This design comes from an exercise in tuning for small area, a short achievable clock period and few clock cycles per item on the open sky130 flow, not from production work. RTL that was checked went through simulation tests only; none was proved equivalent to the original. Function not checked in run 1: the RTL went through the layout flow alone. Power is estimated from default activity; no workload was simulated.

==> design.v <==
`default_nettype none
package gffp_pkg;
  localparam int FUNC_W    = 2;
  localparam int XY_W      = 4;
  localparam int DIM_W     = 5;
  localparam int CFG_W     = 5;
  localparam int CFG_IDX_W = 1;
  localparam logic [FUNC_W-1:0] FUNC_PLACE = 2'd0;
  localparam logic [FUNC_W-1:0] FUNC_MARK  = 2'd1;
  localparam logic [FUNC_W-1:0] FUNC_CLEAR = 2'd2;
  localparam logic [FUNC_W-1:0] FUNC_NONE  = 2'd3;
  localparam logic [CFG_W-1:0] GRID_RST = 5'd16;
  typedef struct packed {
    logic             found;
    logic [XY_W-1:0]  place_x;
    logic [XY_W-1:0]  place_y;
    logic             rotated;
    logic [DIM_W-1:0] placed_width;
    logic [DIM_W-1:0] placed_height;
  } res_t;
  function automatic logic [15:0] pfx_or(input logic [15:0] v);
    logic [15:0] t;
    t = v;
    t = t | (t << 1);
    t = t | (t << 2);
    t = t | (t << 4);
    t = t | (t << 8);
    pfx_or = t;
  endfunction
  function automatic logic [15:0] win_and(input logic [15:0] v, input logic [3:0] n);
    logic [15:0] b1, b2, b4, b8, x;
    b1 = v;
    b2 = b1 & (b1 >> 1);
    b4 = b2 & (b2 >> 2);
    b8 = b4 & (b4 >> 4);
    x = v;
    if (n[0]) x = b1 & (x >> 1);
    if (n[1]) x = b2 & (x >> 2);
    if (n[2]) x = b4 & (x >> 4);
    if (n[3]) x = b8 & (x >> 8);
    win_and = x;
  endfunction
  function automatic logic [15:0] span(input logic [15:0] t, input logic [DIM_W-1:0] len);
    span = t & ~(t << len);
  endfunction
  function automatic logic [15:0] below(input logic [CFG_W-1:0] n);
    logic [15:0] t;
    for (int i = 0; i < 16; i++) t[i] = (CFG_W'(i) < n);
    below = t;
  endfunction
  function automatic logic [15:0] from(input logic [XY_W-1:0] n);
    logic [15:0] t;
    for (int i = 0; i < 16; i++) t[i] = (XY_W'(i) >= n);
    from = t;
  endfunction
  function automatic logic [XY_W-1:0] enc(input logic [15:0] oh);
    logic [XY_W-1:0] e;
    e = '0;
    for (int i = 0; i < 16; i++) if (oh[i]) e = e | XY_W'(i);
    enc = e;
  endfunction
endpackage
`default_nettype wire
`default_nettype none
module gffp_front (
  input  wire logic                           clk,
  input  wire logic                           rst_n,
  input  wire logic                           push,
  output logic                                full,
  input  wire logic [gffp_pkg::FUNC_W-1:0]    in_func,
  input  wire logic [gffp_pkg::XY_W-1:0]      in_pos_x,
  input  wire logic [gffp_pkg::XY_W-1:0]      in_pos_y,
  input  wire logic [gffp_pkg::DIM_W-1:0]     in_rect_width,
  input  wire logic [gffp_pkg::DIM_W-1:0]     in_rect_height,
  input  wire logic                           cfg_valid,
  output logic                                cfg_ready,
  input  wire logic [gffp_pkg::CFG_IDX_W-1:0] cfg_index,
  input  wire logic [gffp_pkg::CFG_W-1:0]     cfg_data,
  input  wire logic [15:0][15:0]              occ,
  input  wire logic                           zero_occ,
  input  wire logic                           acc_ok,
  input  wire logic                           take,
  output logic                                s_valid,
  output logic [gffp_pkg::FUNC_W-1:0]         s_op,
  output logic [gffp_pkg::XY_W-1:0]           s_px,
  output logic [gffp_pkg::XY_W-1:0]           s_py,
  output logic [gffp_pkg::DIM_W-1:0]          s_w,
  output logic [gffp_pkg::DIM_W-1:0]          s_h,
  output logic [gffp_pkg::CFG_W-1:0]          s_gw,
  output logic [gffp_pkg::CFG_W-1:0]          s_gh,
  output logic [15:0]                         s_rows
);
  logic [gffp_pkg::CFG_W-1:0]  gw_reg_r, gh_reg_r;
  logic [gffp_pkg::CFG_W-1:0]  gw_now, gh_now;
  logic [15:0]                 ok1, ok2, ok;
  logic [gffp_pkg::DIM_W-1:0]  m;
  logic                        dims_ok;
  logic [15:0]                 rows_new;
  logic                        do_push;
  assign cfg_ready = 1'b1;
  always_ff @(posedge clk) begin
    if (!rst_n) begin
      gw_reg_r <= gffp_pkg::GRID_RST;
      gh_reg_r <= gffp_pkg::GRID_RST;
    end else if (cfg_valid) begin
      if (cfg_index == 1'b0) begin
        gw_reg_r <= cfg_data;
      end else begin
        gh_reg_r <= cfg_data;
      end
    end
  end
  always_comb begin
    gw_now  = (gw_reg_r > 5'd16) ? 5'd16 : gw_reg_r;
    gh_now  = (gh_reg_r > 5'd16) ? 5'd16 : gh_reg_r;
    for (int r = 0; r < 16; r++) begin
      ok1[r] = !(&occ[r]);
      ok2[r] = !(&(occ[r][14:0] | occ[r][15:1]));
    end
    m       = (in_rect_width < in_rect_height) ? in_rect_width : in_rect_height;
    dims_ok = (in_rect_width != '0) && (in_rect_height != '0)
           && (in_rect_width <= 5'd16) && (in_rect_height <= 5'd16);
    ok      = (((m >= 5'd2) ? ok2 : ok1) | {16{zero_occ}}) & gffp_pkg::below(gh_now);
    rows_new = gffp_pkg::win_and(ok, 4'(m - 5'd1));
    if (!dims_ok || in_func != gffp_pkg::FUNC_PLACE) begin
      rows_new = '0;
    end
  end
  assign full    = s_valid && !acc_ok;
  assign do_push = push && !full;
  always_ff @(posedge clk) begin
    if (do_push) begin
      s_op   <= in_func;
      s_px   <= in_pos_x;
      s_py   <= in_pos_y;
      s_w    <= in_rect_width;
      s_h    <= in_rect_height;
      s_gw   <= gw_now;
      s_gh   <= gh_now;
      s_rows <= rows_new;
    end
  end
  always_ff @(posedge clk) begin
    if (!rst_n) begin
      s_valid <= 1'b0;
    end else if (do_push) begin
      s_valid <= 1'b1;
    end else if (take) begin
      s_valid <= 1'b0;
    end
  end
endmodule
`default_nettype wire
`default_nettype none
module gffp_engine (
  input  wire logic                        clk,
  input  wire logic                        rst_n,
  input  wire logic                        s_valid,
  input  wire logic [gffp_pkg::FUNC_W-1:0] s_op,
  input  wire logic [gffp_pkg::XY_W-1:0]   s_px,
  input  wire logic [gffp_pkg::XY_W-1:0]   s_py,
  input  wire logic [gffp_pkg::DIM_W-1:0]  s_w,
  input  wire logic [gffp_pkg::DIM_W-1:0]  s_h,
  input  wire logic [gffp_pkg::CFG_W-1:0]  s_gw,
  input  wire logic [gffp_pkg::CFG_W-1:0]  s_gh,
  input  wire logic [15:0]                 s_rows,
  output logic                             take,
  output logic                             acc_ok,
  output logic [15:0][15:0]                occ,
  output logic                             zero_occ,
  output logic                             res_push,
  output gffp_pkg::res_t                   res,
  input  wire logic                        res_free
);
  logic                        c_valid;
  logic [gffp_pkg::FUNC_W-1:0] c_op;
  logic [gffp_pkg::XY_W-1:0]   c_px, c_py;
  logic [gffp_pkg::DIM_W-1:0]  c_w, c_h;
  logic [gffp_pkg::CFG_W-1:0]  c_gw, c_gh;
  logic                        c_has;    
  logic [15:0]                 c_rest;   
  logic [15:0]                 c_mu;     
  logic [15:0]                 c_mr;     
  logic [gffp_pkg::XY_W-1:0]   c_y;
  logic                        c_vu, c_vr;
  logic [15:0][15:0] occ_r;
  logic [15:0]       pr_r, pc_r;
  assign occ      = occ_r;
  assign zero_occ = c_valid && (c_op == gffp_pkg::FUNC_CLEAR);
  logic [15:0] colin, bu, br, cfu, cfr, fu, fr, hitv, t, oh, pcu, pcr;
  logic        pu, prr, hit, rot;
  logic [gffp_pkg::XY_W-1:0] hit_x;
  always_comb begin
    colin = gffp_pkg::below(c_gw);
    for (int x = 0; x < 16; x++) begin
      logic [15:0] col;
      for (int r = 0; r < 16; r++) col[r] = occ_r[r][x];
      bu[x] = |(col & c_mu);
      br[x] = |(col & c_mr);
    end
    pu  = |(pr_r & c_mu);
    prr = |(pr_r & c_mr);
    cfu = ~(bu | (pc_r & {16{pu}})) & colin;
    cfr = ~(br | (pc_r & {16{prr}})) & colin;
    fu  = gffp_pkg::win_and(cfu, 4'(c_w - 5'd1)) & {16{c_vu}};
    fr  = gffp_pkg::win_and(cfr, 4'(c_h - 5'd1)) & {16{c_vr}};
    hitv = fu | fr;
    hit  = c_has && (hitv != '0);
    t    = gffp_pkg::pfx_or(hitv);
    oh   = t & ~(t << 1);
    rot  = !(|(oh & fu));
    pcu  = gffp_pkg::span(t, c_w);
    pcr  = gffp_pkg::span(t, c_h);
    hit_x = gffp_pkg::enc(oh);
  end
  logic is_place, last, done, def_done, adv, cont;
  assign is_place = (c_op == gffp_pkg::FUNC_PLACE);
  assign last     = !c_has || (c_rest == '0);
  assign done     = c_valid && (!is_place || last || hit);
  assign def_done = c_valid && (!is_place || last);
  assign adv      = done && res_free;
  assign cont     = c_valid && is_place && !last && !hit;
  assign take     = !c_valid || adv;
  assign acc_ok   = !c_valid || (def_done && res_free);
  assign res_push = adv;
  always_comb begin
    res = '0;
    if (c_op == gffp_pkg::FUNC_MARK) begin
      res.found         = 1'b1;
      res.place_x       = c_px;
      res.place_y       = c_py;
      res.placed_width  = c_w;
      res.placed_height = c_h;
    end else if (is_place && hit) begin
      res.found         = 1'b1;
      res.place_x       = hit_x;
      res.place_y       = c_y;
      res.rotated       = rot;
      res.placed_width  = rot ? c_h : c_w;
      res.placed_height = rot ? c_w : c_h;
    end
  end
  logic [15:0] n_t, n_oh, n_rest, n_mu, n_mr;
  logic [gffp_pkg::XY_W-1:0] n_y;
  logic        n_vu, n_vr;
  always_comb begin
    n_t    = gffp_pkg::pfx_or(c_rest);
    n_oh   = c_rest & ~(n_t << 1);
    n_rest = c_rest & (n_t << 1);
    n_y    = gffp_pkg::enc(n_oh);
    n_mu   = gffp_pkg::span(n_t, c_h);
    n_mr   = gffp_pkg::span(n_t, c_w);
    n_vu   = (6'(n_y) + 6'(c_h)) <= 6'(c_gh);
    n_vr   = (c_w != c_h) && ((6'(n_y) + 6'(c_w)) <= 6'(c_gh));
  end
  logic [15:0] l_rows, l_t, l_oh, l_rest, l_bu, l_br, l_mu, l_mr;
  logic [gffp_pkg::XY_W-1:0] l_y;
  logic        l_vu, l_vr, l_mark, l_dims_ok;
  always_comb begin
    l_mark    = (s_op == gffp_pkg::FUNC_MARK);
    l_dims_ok = (s_w != '0) && (s_h != '0) && (s_w <= 5'd16) && (s_h <= 5'd16);
    l_rows = (zero_occ && l_dims_ok) ? 16'hffff : s_rows;
    if (s_op != gffp_pkg::FUNC_PLACE) l_rows = '0;
    l_t    = gffp_pkg::pfx_or(l_rows);
    l_oh   = l_rows & ~(l_t << 1);
    l_rest = l_rows & (l_t << 1);
    l_y    = gffp_pkg::enc(l_oh);
    l_bu   = l_mark ? gffp_pkg::from(s_py) : l_t;
    l_br   = l_mark ? gffp_pkg::from(s_px) : l_t;
    l_mu   = gffp_pkg::span(l_bu, s_h);
    l_mr   = gffp_pkg::span(l_br, s_w);
    if (l_mark) begin
      l_mu = l_mu & gffp_pkg::below(s_gh);
      l_mr = l_mr & gffp_pkg::below(s_gw);
    end
    l_vu   = (6'(l_y) + 6'(s_h)) <= 6'(s_gh);
    l_vr   = (s_w != s_h) && ((6'(l_y) + 6'(s_w)) <= 6'(s_gh));
  end
  always_ff @(posedge clk) begin
    if (take) begin
      c_op   <= s_op;
      c_px   <= s_px;
      c_py   <= s_py;
      c_w    <= s_w;
      c_h    <= s_h;
      c_gw   <= s_gw;
      c_gh   <= s_gh;
      c_has  <= (l_rows != '0);
      c_rest <= l_rest;
      c_mu   <= l_mu;
      c_mr   <= l_mr;
      c_y    <= l_y;
      c_vu   <= l_vu;
      c_vr   <= l_vr;
    end else if (cont) begin
      c_rest <= n_rest;
      c_mu   <= n_mu;
      c_mr   <= n_mr;
      c_y    <= n_y;
      c_vu   <= n_vu;
      c_vr   <= n_vr;
    end
  end
  always_ff @(posedge clk) begin
    if (!rst_n) begin
      c_valid <= 1'b0;
      pr_r    <= '0;
      pc_r    <= '0;
      occ_r   <= '0;
    end else begin
      if (take) begin
        c_valid <= s_valid;
      end
      pr_r <= '0;
      pc_r <= '0;
      if (adv && c_op == gffp_pkg::FUNC_MARK) begin
        pr_r <= c_mu;
        pc_r <= c_mr;
      end else if (adv && is_place && hit) begin
        pr_r <= rot ? c_mr : c_mu;
        pc_r <= rot ? pcr : pcu;
      end
      if (adv && c_op == gffp_pkg::FUNC_CLEAR) begin
        occ_r <= '0;
      end else begin
        for (int r = 0; r < 16; r++) begin
          occ_r[r] <= occ_r[r] | (pc_r & {16{pr_r[r]}});
        end
      end
    end
  end
endmodule
`default_nettype wire
`default_nettype none
module gffp_outq (
  input  wire logic                        clk,
  input  wire logic                        rst_n,
  input  wire logic                        res_push,
  input  wire gffp_pkg::res_t              res,
  output logic                             res_free,
  output logic                             empty,
  input  wire logic                        pop,
  output logic                             out_found,
  output logic [gffp_pkg::XY_W-1:0]        out_place_x,
  output logic [gffp_pkg::XY_W-1:0]        out_place_y,
  output logic                             out_rotated,
  output logic [gffp_pkg::DIM_W-1:0]       out_placed_width,
  output logic [gffp_pkg::DIM_W-1:0]       out_placed_height
);
  logic           valid_r;
  gffp_pkg::res_t res_r;
  assign res_free = !valid_r || pop;
  assign empty    = !valid_r;
  assign out_found         = res_r.found;
  assign out_place_x       = res_r.place_x;
  assign out_place_y       = res_r.place_y;
  assign out_rotated       = res_r.rotated;
  assign out_placed_width  = res_r.placed_width;
  assign out_placed_height = res_r.placed_height;
  always_ff @(posedge clk) begin
    if (res_push) begin
      res_r <= res;
    end
  end
  always_ff @(posedge clk) begin
    if (!rst_n) begin
      valid_r <= 1'b0;
    end else if (res_push) begin
      valid_r <= 1'b1;
    end else if (pop) begin
      valid_r <= 1'b0;
    end
  end
endmodule
`default_nettype wire
`default_nettype none
module grid_first_fit_placer (
  input  wire logic                           clk,
  input  wire logic                           rst_n,
  input  wire logic                           push,
  output logic                                full,
  input  wire logic [gffp_pkg::FUNC_W-1:0]    in_func,
  input  wire logic [gffp_pkg::XY_W-1:0]      in_pos_x,
  input  wire logic [gffp_pkg::XY_W-1:0]      in_pos_y,
  input  wire logic [gffp_pkg::DIM_W-1:0]     in_rect_width,
  input  wire logic [gffp_pkg::DIM_W-1:0]     in_rect_height,
  output logic                                empty,
  input  wire logic                           pop,
  output logic                                out_found,
  output logic [gffp_pkg::XY_W-1:0]           out_place_x,
  output logic [gffp_pkg::XY_W-1:0]           out_place_y,
  output logic                                out_rotated,
  output logic [gffp_pkg::DIM_W-1:0]          out_placed_width,
  output logic [gffp_pkg::DIM_W-1:0]          out_placed_height,
  input  wire logic                           cfg_valid,
  output logic                                cfg_ready,
  input  wire logic [gffp_pkg::CFG_IDX_W-1:0] cfg_index,
  input  wire logic [gffp_pkg::CFG_W-1:0]     cfg_data
);
  logic                          s_valid;
  logic [gffp_pkg::FUNC_W-1:0]   s_op;
  logic [gffp_pkg::XY_W-1:0]     s_px, s_py;
  logic [gffp_pkg::DIM_W-1:0]    s_w, s_h;
  logic [gffp_pkg::CFG_W-1:0]    s_gw, s_gh;
  logic [15:0]                   s_rows;
  logic [15:0][15:0]             occ;
  logic                          zero_occ;
  logic                          acc_ok;
  logic                          take;
  logic                          res_push;
  gffp_pkg::res_t                res;
  logic                          res_free;
  gffp_front u_front (
    .clk            (clk),
    .rst_n          (rst_n),
    .push           (push),
    .full           (full),
    .in_func        (in_func),
    .in_pos_x       (in_pos_x),
    .in_pos_y       (in_pos_y),
    .in_rect_width  (in_rect_width),
    .in_rect_height (in_rect_height),
    .cfg_valid      (cfg_valid),
    .cfg_ready      (cfg_ready),
    .cfg_index      (cfg_index),
    .cfg_data       (cfg_data),
    .occ            (occ),
    .zero_occ       (zero_occ),
    .acc_ok         (acc_ok),
    .take           (take),
    .s_valid        (s_valid),
    .s_op           (s_op),
    .s_px           (s_px),
    .s_py           (s_py),
    .s_w            (s_w),
    .s_h            (s_h),
    .s_gw           (s_gw),
    .s_gh           (s_gh),
    .s_rows         (s_rows)
  );
  gffp_engine u_engine (
    .clk      (clk),
    .rst_n    (rst_n),
    .s_valid  (s_valid),
    .s_op     (s_op),
    .s_px     (s_px),
    .s_py     (s_py),
    .s_w      (s_w),
    .s_h      (s_h),
    .s_gw     (s_gw),
    .s_gh     (s_gh),
    .s_rows   (s_rows),
    .take     (take),
    .acc_ok   (acc_ok),
    .occ      (occ),
    .zero_occ (zero_occ),
    .res_push (res_push),
    .res      (res),
    .res_free (res_free)
  );
  gffp_outq u_outq (
    .clk               (clk),
    .rst_n             (rst_n),
    .res_push          (res_push),
    .res               (res),
    .res_free          (res_free),
    .empty             (empty),
    .pop               (pop),
    .out_found         (out_found),
    .out_place_x       (out_place_x),
    .out_place_y       (out_place_y),
    .out_rotated       (out_rotated),
    .out_placed_width  (out_placed_width),
    .out_placed_height (out_placed_height)
  );
endmodule
`default_nettype wire
==> constraint.sdc <==
create_clock -name core_clock -period 7.0 [get_ports {clk}]
set_input_delay 1.4000 -clock core_clock [delete_from_list [all_inputs] [get_ports {clk}]]
set_output_delay 1.4000 -clock core_clock [all_outputs]
set_load 0.01 [all_outputs]
==> run.sh <==
#!/bin/bash
# synth_recipe.tcl (not shown) runs the flow's synth.tcl, then flattens the netlist and writes it again
# the make line also repeats each setting of config.mk as NAME=value (left out here)
make -C /OpenROAD-flow-scripts/flow DESIGN_CONFIG=/design/flow/config.mk WORK_HOME=/design/flow/orfs CLKGATE_MAP_FILE= SYNTH_SCRIPT=/design/flow/synth_recipe.tcl finish
==> config.mk <==
export PLATFORM = sky130hd
export DESIGN_NAME = grid_first_fit_placer
export DESIGN_NICKNAME = grid_first_fit_placer
export VERILOG_FILES = /design/flow/design.v
export SDC_FILE = /design/flow/constraint.sdc
export NUM_CORES = 4
export LEC_CHECK = 0
export CAP_MARGIN = 20
export CORE_MARGIN = 2
export CORE_UTILIZATION = 40
export SETUP_SLACK_MARGIN = 2.0
export SLEW_MARGIN = 20
==> results of run 1 <==
## cell type report
cell class,count,area [um^2]
inverter,69,284
clock inverter,26,253
sequential,451,10600
timing repair buffer,467,4520
clock buffer,70,1500
tap,978,1220
fill,7097,36800
multi-input combinational,2982,20500
antenna,2,5.00
## power groups by stage
| stage | logic [uW] | registers, uW | clock network (uW) |
|---|---|---|---|
| 5_1_grt | 4020 | 2990 | 2940 |
| 6_report | 3870 | 2990 | 2820 |
| 4_1_cts | 3060 | 2960 | 2830 |
| 2_1_floorplan | 1950 | 2910 | 0 |
| 3_5_place_dp | 2820 | 3020 | 0 |
| 3_3_place_gp | 2860 | 3020 | 0 |
## worst max-delay path by stage
stage	endpoint	slack, ns
global placement	u_engine.c_vr	0.45
CTS	u_engine.pr_r[11]	1.92
finish	u_engine.pr_r[9]	1.65
floorplan	u_front.s_gh[0]	1.98
detailed placement	u_engine.c_vr	0.44
global route	u_engine.pr_r[1]	1.64
## registers in the layout, summed over array words and instances, names as in the netlist, 5 cells and up
signal            flops
u_engine.c_gh         5
u_engine.c_gw         5
u_engine.c_h          5
u_engine.c_mr        16
u_engine.c_mu        16
u_engine.c_rest      15
u_engine.c_w          5
u_engine.occ_r      256
u_engine.pc_r        16
u_engine.pr_r        16
u_front.gh_reg_r      5
u_front.gw_reg_r      5
u_front.s_gh          5
u_front.s_gw          5
u_front.s_h           5
u_front.s_rows       16
u_front.s_w           5
u_outq.res_r         20
## repair_timing
item | in CTS | in global routing
cloned | 6 | 14
setup buffers | 89 | 149
pin swaps | 61 | 104
resized for setup | 187 | 379
endpoints found under the setup margin | 224 | 189
## placed cells by master, fill, tap and decap left out, drive strengths merged, types with 84 or more instances in the layout
cell	netlist	final
a21oi	528	528
a22oi	233	233
buf	82	406
dfxtp	301	301
edfxtp	150	150
mux2i	84	84
nand2	253	254
nand4	146	146
nor2	513	513
o21ai	180	180
## routing by layer
metal  wire length (um)  GRT usage
met1              63300      0.515
met2              70000      0.603
met3              22900      0.141
met4              16300      0.288
met5                 60          0
## logic make-up (layout without fill, tap and decap cells)
family	Yosys count	count (layout)	share of synthesized area
AOI/OAI and AO/OA	1466	1468	0.327
and+or+nand+nor	1330	1334	0.210
DFF	451	451	0.347
buffers and inverters	386	632	0.0527
muxes	92	92	0.0310
adders and majority gates	50	50	0.0216
xor gates and xnor gates	37	37	0.0107
other	1	3	0.000124
## through the flow
step | setup WS (ns) | hold slack [ns] | power [uW] | area [um^2]
2_1_floorplan | 1.98 | 0.424 | 4860 | 30600
6_report | 1.65 | 0.513 | 9690 | 38800
4_1_cts | 1.92 | 0.500 | 8840 | 35600
5_1_grt | 1.64 | 0.520 | 9950 | 38800
3_5_place_dp | 0.444 | 0.478 | 5840 | 32300
3_3_place_gp | 0.446 | 0.483 | 5880 | 32300
==> results.toml, run 1 <==
[critical_path]
slowest_delay_ns = 0.64
rr_worst_depth = 15
slowest_stage = "nand4_1"
worstPathMaxFanout = 18
crit_required_ns = 7.51
arrival_ns = 5.86
startpoint_type = "register"
r2r_end = "u_engine.pr_r[9]"
r2r_slack_ns = 1.65
critPathKind = "reg -> reg"
cp_top_family = "compound AO/OA/AOI/OAI gates"
cpMostUsedCell = "nand4_1"
end_kind = "register"
cp_num_buf_inv = 2
cp_num_cells = 15
cp_cell_sequence = "buf_12, a22oi_1, nand4_1, a2111oi_4, buf_4, nand4_1, nor3_2, o21ai_1, a211oi_2, nor3b_2, a221oi_4, a2111o_2, a211o_4, mux2i_1, nor2_1"
r2r_start = "u_engine.c_mr[14]"
cp-startpoint = "u_engine.c_mr[14]"

[yosys]
avgSynthCellArea_um2 = 7.96
synth_most_common_cell = "a21oi_1"
yosysTopAreaCell = "dfxtp_1"
ys_ff_latch = 451
synth_cell_types = 104
synth_ff_type = "dfxtp_1"
synth_commonest_cells = "a21oi_1 (528), nor2_1 (512), dfxtp_1 (301), nand2_1 (250), clkbuf_1 (235)"
syn-instance-count = 3813
synth_nets = 3894
synth_top_cell_area_share = 0.198
synth_edf_count = 150
ys_top_cells_by_area = "dfxtp_1 (20%), edfxtp_1 (15%), a21oi_1 (8.7%), nor2_1 (6.3%), a22oi_1 (5.7%)"
yosysWarnings = 3
yosysSeqAreaShare = 0.347
async_reset_ff_frac = 0
netlist_area_um2 = 30400

[timing]
finClkSkew_ns = 0.0225
tns_ns = 0
rsz0062_at_grt = "yes"
slew_headroom = 0.0802
setup-violations-final = 0
clock.fmax_mhz = 187
finalMaxSlewViolations = 0
fin_crit_sh = 0.765
min_period_ns = 5.35
hold_viol = 0
tightestPinTransition_ns = 1.37

[run]
drv_cap = 0

[power_and_ir_drop]
clock_power_share = 0.291
power_frac_seq = 0.309
p_leak_uw = 0.0141
powerDensity_nw_per_um2 = 250
p_sw_uw = 3760
combPwrFrac = 0.400
intPower_uw = 5930
switching_share = 0.388
ir_drop_mv = 0.200

[hold_path]
min_path_type = "reg -> reg"
holdPathStages = 1
hp-start = "u_front.s_valid"
holdPathEnd = "u_engine.c_valid"

[clocking]
cts_root_buf = "clkbuf_16"
cts_buffers = 52
cts_max_level = 2
clk_path_buf_depth = 3
cts_hold_buffers = 0
clkSinkCount = 451
cts.reportedPaths.clkPinSlew_ns = 0.06
cts_tree = "done"
clk_latency_ns = 0.64

[die]
core.rowCount = 101
die-area_um2 = 78100
core-area_um2 = 75600
die_y_um = 279
die_x_um = 279
ios = 54
start_util = 0.402

[detailed_routing]
wl_per_cell_um = 34.2
drc = 0
vias = 36200
routed_wl_um = 172000
first_pass_iters = 9
via_per_inst = 7.17
initialDrtViolationCount = 6352
drtAntennaViolNets = 0

[global_route]
grt_use_total = 0.415
grt_pass1_wl_um = 237000
gr-total-overflow = 0
antenna_found_initial = 7
grt_pass1_vias = 32500
grt_max_degree = 123

[finish]
instances_no_fill = 5045
nNetsFinal = 4104
area_delta_synth_final_pct = 27.8
fin_util = 0.514
drive_gt1_frac = 0.221

[place]
gp_congestion = 1.16
dp_hpwl_um = 119000
dp.cells = 4689
port_buffers = 52

[run_status]
run_status = "finished clean"
==> inputs of run 2 (changes only) <==
--- a/design.v
+++ b/design.v
@@ -92,6 +92,7 @@
 );
   logic [gffp_pkg::CFG_W-1:0]  gw_reg_r, gh_reg_r;
   logic [gffp_pkg::CFG_W-1:0]  gw_now, gh_now;
+  logic [15:0]                 colin, rowin;
   logic [15:0]                 ok1, ok2, ok;
   logic [gffp_pkg::DIM_W-1:0]  m;
   logic                        dims_ok;
@@ -111,16 +112,20 @@
     end
   end
   always_comb begin
+    logic [15:0] fr;
     gw_now  = (gw_reg_r > 5'd16) ? 5'd16 : gw_reg_r;
     gh_now  = (gh_reg_r > 5'd16) ? 5'd16 : gh_reg_r;
+    colin   = gffp_pkg::below(gw_now);
+    rowin   = gffp_pkg::below(gh_now);
     for (int r = 0; r < 16; r++) begin
-      ok1[r] = !(&occ[r]);
-      ok2[r] = !(&(occ[r][14:0] | occ[r][15:1]));
+      fr     = zero_occ ? colin : (~occ[r] & colin);
+      ok1[r] = |fr;
+      ok2[r] = |(fr & (fr >> 1));
     end
     m       = (in_rect_width < in_rect_height) ? in_rect_width : in_rect_height;
     dims_ok = (in_rect_width != '0) && (in_rect_height != '0)
            && (in_rect_width <= 5'd16) && (in_rect_height <= 5'd16);
-    ok      = (((m >= 5'd2) ? ok2 : ok1) | {16{zero_occ}}) & gffp_pkg::below(gh_now);
+    ok      = ((m >= 5'd2) ? ok2 : ok1) & rowin;
     rows_new = gffp_pkg::win_and(ok, 4'(m - 5'd1));
     if (!dims_ok || in_func != gffp_pkg::FUNC_PLACE) begin
       rows_new = '0;
--- a/config.mk
+++ b/config.mk
@@ -8,5 +8,4 @@
 export CAP_MARGIN = 20
 export CORE_MARGIN = 2
 export CORE_UTILIZATION = 40
-export SETUP_SLACK_MARGIN = 2.0
 export SLEW_MARGIN = 20
==> run 2 against run 1 <==
Critical endpoint is now u_engine.c_mr[0]. Hold slack worse by 0.033 ns. Core utilization down 5.7 points. Global-route usage up 3.3 points. Clock-buffer cell count down 1. First-iteration DRC count up 16%. Sequential power about the same. Highest routed layer unchanged. Synthesized cell count up 8.7%. Clock power up 6%. Non-clock buffer count down 215. Wire length up 10%. Combinational power down 21%. Area after synthesis up 3.9%.
==> results.toml, run 2 <==
[timing]
fin_crit_sh = 0.942
rsz0062_at_grt = "no"
hold_slack_ns = 0.479
tightestPinTransition_ns = 1.21
tns_ns = 0
finClkSkew_ns = 0.0172
slew_headroom = 0.186
min_period_ns = 6.59
clock.fmax_mhz = 152
finalMaxSlewViolations = 0
setup-violations-final = 0
hold_viol = 0

[yosys]
synth_top_cell_area_share = 0.191
async_reset_ff_frac = 0
synth_top_family_by_area = "compound AO/OA/AOI/OAI gates"
ys_top_cells_by_area = "dfxtp_1 (19%), edfxtp_1 (14%), a21oi_1 (9.4%), nor2_1 (6.8%), a22oi_1 (5.2%)"
ys_ff_latch = 451
yosysWarnings = 3
yosys.area_share.simple = 0.198
yosys-mux-area-fraction = 0.0258
synth_ff_type = "dfxtp_1"
synth_cell_types = 92
synth_most_common_cell = "a21oi_1"
avgSynthCellArea_um2 = 7.61
syn-instance-count = 4143
yosys.area_share.xor_xnor = 0.0100
yosysTopAreaCell = "dfxtp_1"
synth_fa_ha_area_frac = 0.0208
yosysSeqAreaShare = 0.334
synth_commonest_cells = "a21oi_1 (590), nor2_1 (575), nand2_1 (307), clkbuf_1 (306), dfxtp_1 (301)"
synth_edf_count = 150
netlist_area_um2 = 31500
synth_nets = 4224
synth-compound-area-share = 0.354

[global_route]
grt_max_degree = 153
grt_pass1_wl_um = 264000
grt_use_total = 0.448
grt_pass1_vias = 34200
antenna_found_initial = 7
gr-total-overflow = 0

[detailed_routing]
drtAntennaViolNets = 0
first_pass_iters = 9
drc = 0
via_per_inst = 7.35
vias = 38000
initialDrtViolationCount = 7351
routed_wl_um = 190000
wl_per_cell_um = 36.7

[clocking]
cts_hold_buffers = 0
cts-resized-gates = 0
cts_setup_buffers = 0
cts_max_level = 2
cts_buffers = 53
clkSinkCount = 451
clk_latency_ns = 0.64
cts.reportedPaths.clkPinSlew_ns = 0.06
cts_tree = "done"
cts_root_buf = "clkbuf_16"
clk_path_buf_depth = 3

[place]
port_buffers = 52
dp_hpwl_um = 134000
gp_congestion = 1.15

[run]
drv_cap = 0

[die]
die_y_um = 285
start_util = 0.406
core.rowCount = 102
ios = 54
core-area_um2 = 77700
die_x_um = 285
die-area_um2 = 81100

[finish]
largest_register = "u_engine.occ_r"
num-fill-cells = 7920
register_area_um2 = 10500
largest_reg_flops = 256
fin_util = 0.456
nNetsFinal = 4157
reg.largest.list = "u_engine.occ_r x256, u_outq.res_r x20"
layout_common_cells = "a21oi_1 (588), nor2_1 (573), nand2_1 (306)"
drive_gt1_frac = 0.0956
area_delta_synth_final_pct = 12.4
multi_input_area_um2 = 19300
final_common_cell = "a21oi_1"

[power_and_ir_drop]
p_leak_uw = 0.0126
ir_drop_mv = 0.250
switching_share = 0.398
clock_power_share = 0.331
power_frac_seq = 0.330
combPwrFrac = 0.339
p_sw_uw = 3590
intPower_uw = 5420
powerDensity_nw_per_um2 = 254

[hold_path]
min_path_type = "reg -> reg"

[critical_path]
startpoint_type = "register"
worstPathMaxFanout = 32
crit_required_ns = 7.32
arrival_ns = 6.91
end_kind = "register"
critPathKind = "reg -> reg"

[run_status]
run_status = "finished clean"
==> run 2: routing by layer <==
layer / part of all wire / vias to the layer above / global-route usage
li1: - / 15500 / -
met1: 0.39 / 18100 / 0.590
met2: 0.39 / 3468 / 0.627
met3: 0.15 / 874 / 0.174
met4: 0.071 / 10 / 0.239
met5: 0.00055 / - / 0.00407
==> run 2: cell type report <==
| cell class | count | area share |
|---|---|---|
| antenna | 6 | 0.000423 |
| clock buffer | 69 | 0.0428 |
| clock inverter | 31 | 0.00946 |
| inverter | 95 | 0.0101 |
| multi-input combinational | 3223 | 0.544 |
| sequential | 451 | 0.297 |
| tap | 1040 | 0.0367 |
| timing repair buffer | 252 | 0.0591 |
==> run 2: power groups by stage <==
stage | sequential, uW | combinational [uW] | clock, uW
floorplan | 2910 | 1780 | 0
global placement | 3020 | 2870 | 0
detailed placement | 3010 | 2850 | 0
CTS | 2960 | 2870 | 2980
global route | 2970 | 3150 | 3080
finish | 2970 | 3060 | 2980
==> run 2: logic make-up after synthesis <==
kind of cell / count (synthesis)
buf+inv: 469
xor+xnor: 36
flops: 451
simple gates: 1369
fa+ha+maj: 50
other cells: 1
mux: 78
compound gates: 1689
==> run 2: final timing paths <==
check             cells past startpoint                to              from  slack (ns)
setup / recovery                     14  u_engine.c_mr[0]  u_engine.pr_r[3]        0.41
setup reg to reg                     14  u_engine.c_mr[0]  u_engine.pr_r[3]        0.41
hold reg to reg                       0  u_engine.c_gw[4]   u_front.s_gw[4]        0.48
hold / removal                        0  u_engine.c_gw[4]   u_front.s_gw[4]        0.48
==> run 2: critical path, stage by stage, from the launching register on <==
cell	delay, ns
dfxtp_1	0.64
a221oi_2	0.46
nand4_4	0.51
a2111oi_4	1.24
nand4_1	0.23
nor4_1	0.54
a31oi_1	0.24
o22ai_1	0.27
nor3_1	0.15
nand4_4	0.12
nand2b_1	0.28
o21a_1	0.27
nor2b_4	0.16
buf_4	0.29
a2111oi_0	0.81
==> run 2: stage by stage <==
step | area [um^2] | cells | worst slack [ns] | power [uW]
2_1_floorplan | 31500 | 4143 | 1.07 | 4700
3_3_place_gp | 33600 | 5061 | 0.575 | 5890
3_5_place_dp | 33600 | 5061 | 0.520 | 5870
4_1_cts | 35400 | 5161 | 0.870 | 8810
5_1_grt | 35400 | 5161 | 0.260 | 9200
6_report | 35500 | 5167 | 0.408 | 9010
Testbench counts of run 2, summed over its fixed seeds: cycles 5,585, items 2,400.

[separate check: timing with driven ports]
No port has a modelled driver above. Below, the same layouts with a new extraction and two added sets of constraints. Step 1, drivers: a clkbuf_16 drives clk and a buf_2 each remaining input, both assumed. Step 2 moves the port delays by t, midway between the first and last clock arrival at a register: inputs arrive t later, outputs are due t later. That takes back most of the time a late clock gives input paths. a / b / c = ideal ports / drivers / drivers and shift; a / b = the first two.
run | t, ns | setup WS [ns] | worst slew at a driven data input, ns
run 1 | 0.697 | 1.648 / 1.648 / 1.506 | 0.04
run 2 | 0.705 | 0.408 / 0.408 / 0.408 | 0.05
After both steps setup and hold are still met in every run listed. The setup slack of run 1, which loses most, moves by 0.000 ns with the drivers and by -0.142 ns with both steps.
